Source: an optimization exercise on an open RTL-to-GDS flow (aim: small area). Production flows keep margins and buffers that such runs may drop.
In this exercise RTL edits were held to simulation tests only and were not proved equivalent to the original.
No activity file was given, so power comes from the tool's default toggle rates.

==> flow/design.v <==
module rf_aoi222 (
    input  logic a1, a2, b1, b2, c1, c2,
    output logic y
);
    assign y = ~((a1 & a2) | (b1 & b2) | (c1 & c2));
endmodule
module rf_nand2 (
    input  logic a, b,
    output logic y
);
    assign y = ~(a & b);
endmodule
module multiport_register_file #(
    parameter int DW    = 32,
    parameter int NREG  = 32,
    parameter int NRD   = 2,
    parameter int NWR   = 2,
    parameter int ZERO0 = 1,
    localparam int AW   = $clog2(NREG)
) (
    input  logic              clk,
    input  logic              n_rst,
    input  logic [NWR-1:0]    wen,
    input  logic [NWR*AW-1:0] wsel,
    input  logic [NWR*DW-1:0] wdat,
    input  logic [NRD*AW-1:0] rsel,
    output logic [NRD*DW-1:0] rdat,
    output logic [NWR-1:0]    wcoll,
    output logic [15:0]       wcnt
);
    localparam int R0 = (ZERO0 != 0) ? 1 : 0;    
    logic [NWR-1:0]          win;
    logic [NWR-1:0]          drop;
    logic [NWR-1:0]          commit;
    logic [16:0]             ncommit;
    logic [16:0]             wsum;
    logic                    phase;
    logic [NREG-1:0]         valid;
    logic [NREG*DW-1:0]      s;
    logic [NWR*DW-1:0]       wenc;
    logic [NREG*NWR-1:0]     we;
    logic [NREG-1:0]         hold;
    always_comb begin
        for (int p = 0; p < NWR; p++) begin
            win[p] = wen[p];
            for (int q = 0; q < p; q++) begin
                if (wen[q] && wsel[q*AW +: AW] == wsel[p*AW +: AW])
                    win[p] = 1'b0;
            end
            drop[p]   = wen[p] && !win[p];
            commit[p] = win[p] && !(ZERO0 != 0 && wsel[p*AW +: AW] == '0);
        end
    end
    always_comb begin
        ncommit = '0;
        for (int p = 0; p < NWR; p++)
            ncommit = ncommit + 17'(commit[p]);
        wsum = {1'b0, wcnt} + ncommit;
    end
    assign wenc = wdat ^ {(NWR*DW){phase}};
    always_ff @(posedge clk or posedge n_rst) begin
        if (n_rst) begin
            phase <= 1'b0;
            wcoll <= '0;
            wcnt  <= '0;
        end else begin
            phase <= ~phase;
            wcoll <= drop;
            wcnt  <= wsum[16] ? 16'hFFFF : wsum[15:0];
        end
    end
    genvar r, p;
    generate
        if (R0 != 0) begin : g_r0
            assign valid[0]     = 1'b0;
            assign s[0 +: DW]   = '0;
            assign we[0 +: NWR] = '0;
            assign hold[0]      = 1'b1;
        end
        for (r = R0; r < NREG; r++) begin : g_reg
            for (p = 0; p < NWR; p++) begin : g_we
                assign we[r*NWR + p] = win[p] && wsel[p*AW +: AW] == AW'(r);
            end
            assign hold[r] = ~|we[r*NWR +: NWR];
            logic          vld;
            logic [DW-1:0] st;
            always_ff @(posedge clk or posedge n_rst) begin
                if (n_rst)
                    vld <= 1'b0;
                else if (!hold[r])
                    vld <= 1'b1;
            end
            logic [DW-1:0] nxt;
            for (genvar b = 0; b < DW; b++) begin : g_bit
                rf_aoi222 u_w (
                    .a1(we[r*NWR + 0]), .a2(wenc[0*DW + b]),
                    .b1(we[r*NWR + 1]), .b2(wenc[1*DW + b]),
                    .c1(hold[r]),       .c2(st[b]),
                    .y (nxt[b])
                );
            end
            always_ff @(posedge clk)
                st <= nxt;
            assign valid[r]      = vld;
            assign s[r*DW +: DW] = st;
        end
    endgenerate
    localparam int NST = NREG - R0;             
    localparam int NG3 = NST / 3;               
    localparam int NT  = NG3 + ((NST % 3) != 0 ? 1 : 0);
    generate
        for (genvar rp = 0; rp < NRD; rp++) begin : g_rd
            logic [NREG-1:0] sel;
            logic            any;
            for (genvar k = 0; k < NREG; k++) begin : g_sel
                assign sel[k] = valid[k] && rsel[rp*AW +: AW] == AW'(k);
            end
            assign any = |sel;
            for (genvar b = 0; b < DW; b++) begin : g_bit
                logic [NT-1:0] t;
                for (genvar g = 0; g < NG3; g++) begin : g_g3
                    localparam int K = R0 + 3*g;
                    rf_aoi222 u_a (
                        .a1(sel[K]),   .a2(s[K*DW + b]),
                        .b1(sel[K+1]), .b2(s[(K+1)*DW + b]),
                        .c1(sel[K+2]), .c2(s[(K+2)*DW + b]),
                        .y (t[g])
                    );
                end
                if (NST % 3 == 1) begin : g_t1
                    localparam int K = R0 + 3*NG3;
                    rf_nand2 u_n (.a(sel[K]), .b(s[K*DW + b]), .y(t[NG3]));
                end
                if (NST % 3 == 2) begin : g_t2
                    localparam int K = R0 + 3*NG3;
                    rf_aoi222 u_a (
                        .a1(sel[K]),   .a2(s[K*DW + b]),
                        .b1(sel[K+1]), .b2(s[(K+1)*DW + b]),
                        .c1(1'b0),     .c2(1'b0),
                        .y (t[NG3])
                    );
                end
                assign rdat[rp*DW + b] = (~&t) ^ (any & phase);
            end
        end
    endgenerate
endmodule
export LEC_CHECK = 0
export CAP_MARGIN = 9
export CELL_PAD_IN_SITES_DETAIL_PLACEMENT = 1
export CELL_PAD_IN_SITES_GLOBAL_PLACEMENT = 1
export CORE_MARGIN = 2
export CORE_UTILIZATION = 40
export PLACE_DENSITY = 0.6
export SLEW_MARGIN = 9
export SYNTH_HIERARCHICAL = 1
create_clock -name core_clock -period 10.0 [get_ports {clk}]
standard.sh (not shown) runs the stock make flow with config.mk's settings and CLKGATE_MAP_FILE= SYNTH_SCRIPT=/design/flow/synth_recipe.tcl, a recipe that flattens the netlist after the stock synthesis.
==> flow/flow/run.sh <==
#!/bin/bash
# Standard layout, with two changes: ports are buffered with the smallest
# buffer (buf_1) instead of the default choice, and CTS skips dummy loads.
set -euo pipefail
export BUFFER_PORTS_ARGS="-buffer_cell sky130_fd_sc_hd__buf_1"
export CTS_ARGS="-sink_clustering_enable -repair_clock_nets -dont_use_dummy_load -buf_list sky130_fd_sc_hd__clkbuf_8 -sink_clustering_size 18 -sink_clustering_max_diameter 55"
bash standard.sh > standard_flow.log 2>&1
The starting point finished with timing, DRC and antenna clean.
==> next run, changes <==
==> flow/run.sh (new file) <==
#!/bin/bash
# synth_recipe.tcl (not shown) runs the flow's synth.tcl, then flattens the netlist and writes it again
# the make line also repeats each setting of config.mk as NAME=value (left out here)
make -C /OpenROAD-flow-scripts/flow DESIGN_CONFIG=/design/flow/config.mk WORK_HOME=/design/flow/orfs CLKGATE_MAP_FILE= SYNTH_SCRIPT=/design/flow/synth_recipe.tcl finish
--- a/flow/config.mk
+++ b/flow/config.mk
@@ -6,10 +6,13 @@
 export NUM_CORES = 4
 export LEC_CHECK = 0
-export CAP_MARGIN = 9
+export CAP_MARGIN = 20
 export CELL_PAD_IN_SITES_DETAIL_PLACEMENT = 1
 export CELL_PAD_IN_SITES_GLOBAL_PLACEMENT = 1
 export CORE_MARGIN = 2
 export CORE_UTILIZATION = 40
+export CTS_BUF_LIST = sky130_fd_sc_hd__clkbuf_8
+export CTS_CLUSTER_DIAMETER = 50
+export CTS_CLUSTER_SIZE = 16
 export PLACE_DENSITY = 0.6
-export SLEW_MARGIN = 9
+export SLEW_MARGIN = 20
 export SYNTH_HIERARCHICAL = 1
removed: flow/flow/run.sh
removed: flow/standard.sh
The changed run finished with timing, DRC and antenna clean.
Cell count grows by a few percent.
Die area is unchanged.
Worst setup slack got worse by 0.46 ns.
Total power grows by roughly a tenth.
==> next run, changes <==
==> flow/flow/run.sh (new file) <==
#!/bin/bash
# Standard layout, with two changes: ports are buffered with the smallest
# buffer (buf_1) instead of the default choice, and CTS skips dummy loads.
set -euo pipefail
export BUFFER_PORTS_ARGS="-buffer_cell sky130_fd_sc_hd__buf_1"
export CTS_ARGS="-sink_clustering_enable -repair_clock_nets -dont_use_dummy_load -buf_list sky130_fd_sc_hd__clkbuf_8 -sink_clustering_size 16 -sink_clustering_max_diameter 50"
bash standard.sh > standard_flow.log 2>&1
==> flow/standard.sh (new file) <==
#!/bin/bash
# synth_recipe.tcl (not shown) runs the flow's synth.tcl, then flattens the netlist and writes it again
# the make line also repeats each setting of config.mk as NAME=value (left out here)
make -C /OpenROAD-flow-scripts/flow DESIGN_CONFIG=/design/flow/config.mk WORK_HOME=/design/flow/orfs CLKGATE_MAP_FILE= SYNTH_SCRIPT=/design/flow/synth_recipe.tcl "${@:-finish}"
removed: flow/run.sh
Setup slack improved by 0.49 ns.
Power goes down by 9.7%.
Routed wire length stays flat.
Area after synthesis stays the same.
First-iteration DRC count goes down by 5.3%.
Clock power drops by 27%.
Non-clock buffer count went down by 8.
Clock skew rises by 0.060 ns.
Die area does not change.
Hold slack degrades by 0.0031 ns.
==> next run, changes <==
==> flow/flow/run.sh (replaced) <==
#!/bin/bash
# Standard layout, with two changes: ports are buffered with the smallest
# buffer (buf_1) instead of the default choice, and CTS skips dummy loads.
set -euo pipefail
export BUFFER_PORTS_ARGS="-buffer_cell sky130_fd_sc_hd__buf_1"
export CTS_ARGS="-sink_clustering_enable -repair_clock_nets -dont_use_dummy_load -buf_list sky130_fd_sc_hd__clkbuf_8 -sink_clustering_size 20 -sink_clustering_max_diameter 55"
bash standard.sh > standard_flow.log 2>&1
==> flow/config.mk (replaced) <==
export PLATFORM = sky130hd
export DESIGN_NAME = multiport_register_file
export DESIGN_NICKNAME = multiport_register_file
export VERILOG_FILES = /design/flow/design.v
export SDC_FILE = /design/flow/constraint.sdc
export NUM_CORES = 4
export LEC_CHECK = 0
export CAP_MARGIN = 12
export CELL_PAD_IN_SITES_DETAIL_PLACEMENT = 1
export CELL_PAD_IN_SITES_GLOBAL_PLACEMENT = 1
export CORE_MARGIN = 2
export CORE_UTILIZATION = 40
export PLACE_DENSITY = 0.6
export SLEW_MARGIN = 12
export SYNTH_HIERARCHICAL = 1
Effect: Utilization drops by 0.52 points; wire length stays flat; sequential cell count does not change; power drops by 1.6%; sequential share of layout area climbs by 0.47 points; sequential power is about the same; register-to-register slack gains 0.10 ns.

-- separate check: timing with driven ports --
The flow's constraints put no driver on any port. The routed layouts listed below were extracted and timed again, unchanged, in two steps. Step 1 assumes that a clkbuf_16 drives the clock port and a buf_2 every other input. Step 2 moves the port delays by t, midway between the first and last clock arrival at a register: inputs arrive t later, outputs are due t later. That takes back most of the time a late clock gives input paths. a / b / c = no drivers / after step 1 / after step 2; a / b = the first two.
run | t (ns) | setup WS [ns] | slew at the worst register clock pin (ns) | worst slew at a driven data input, ns
the first run | 0.885 | 1.899 / 1.866 / 1.866 | 0.12 / 0.12 | 0.05
the second run | 0.932 | 1.436 / 1.401 / 1.401 | 0.10 / 0.10 | 0.06
the third run | 0.905 | 1.930 / 1.899 / 1.899 | 0.10 / 0.10 | 0.05
the fourth run | 0.883 | 1.854 / 1.822 / 1.822 | 0.12 / 0.12 | 0.04
After both steps setup and hold are still met in every run listed. The setup slack of the second run, which loses most, moves by -0.035 ns with the drivers and by -0.035 ns with both steps.
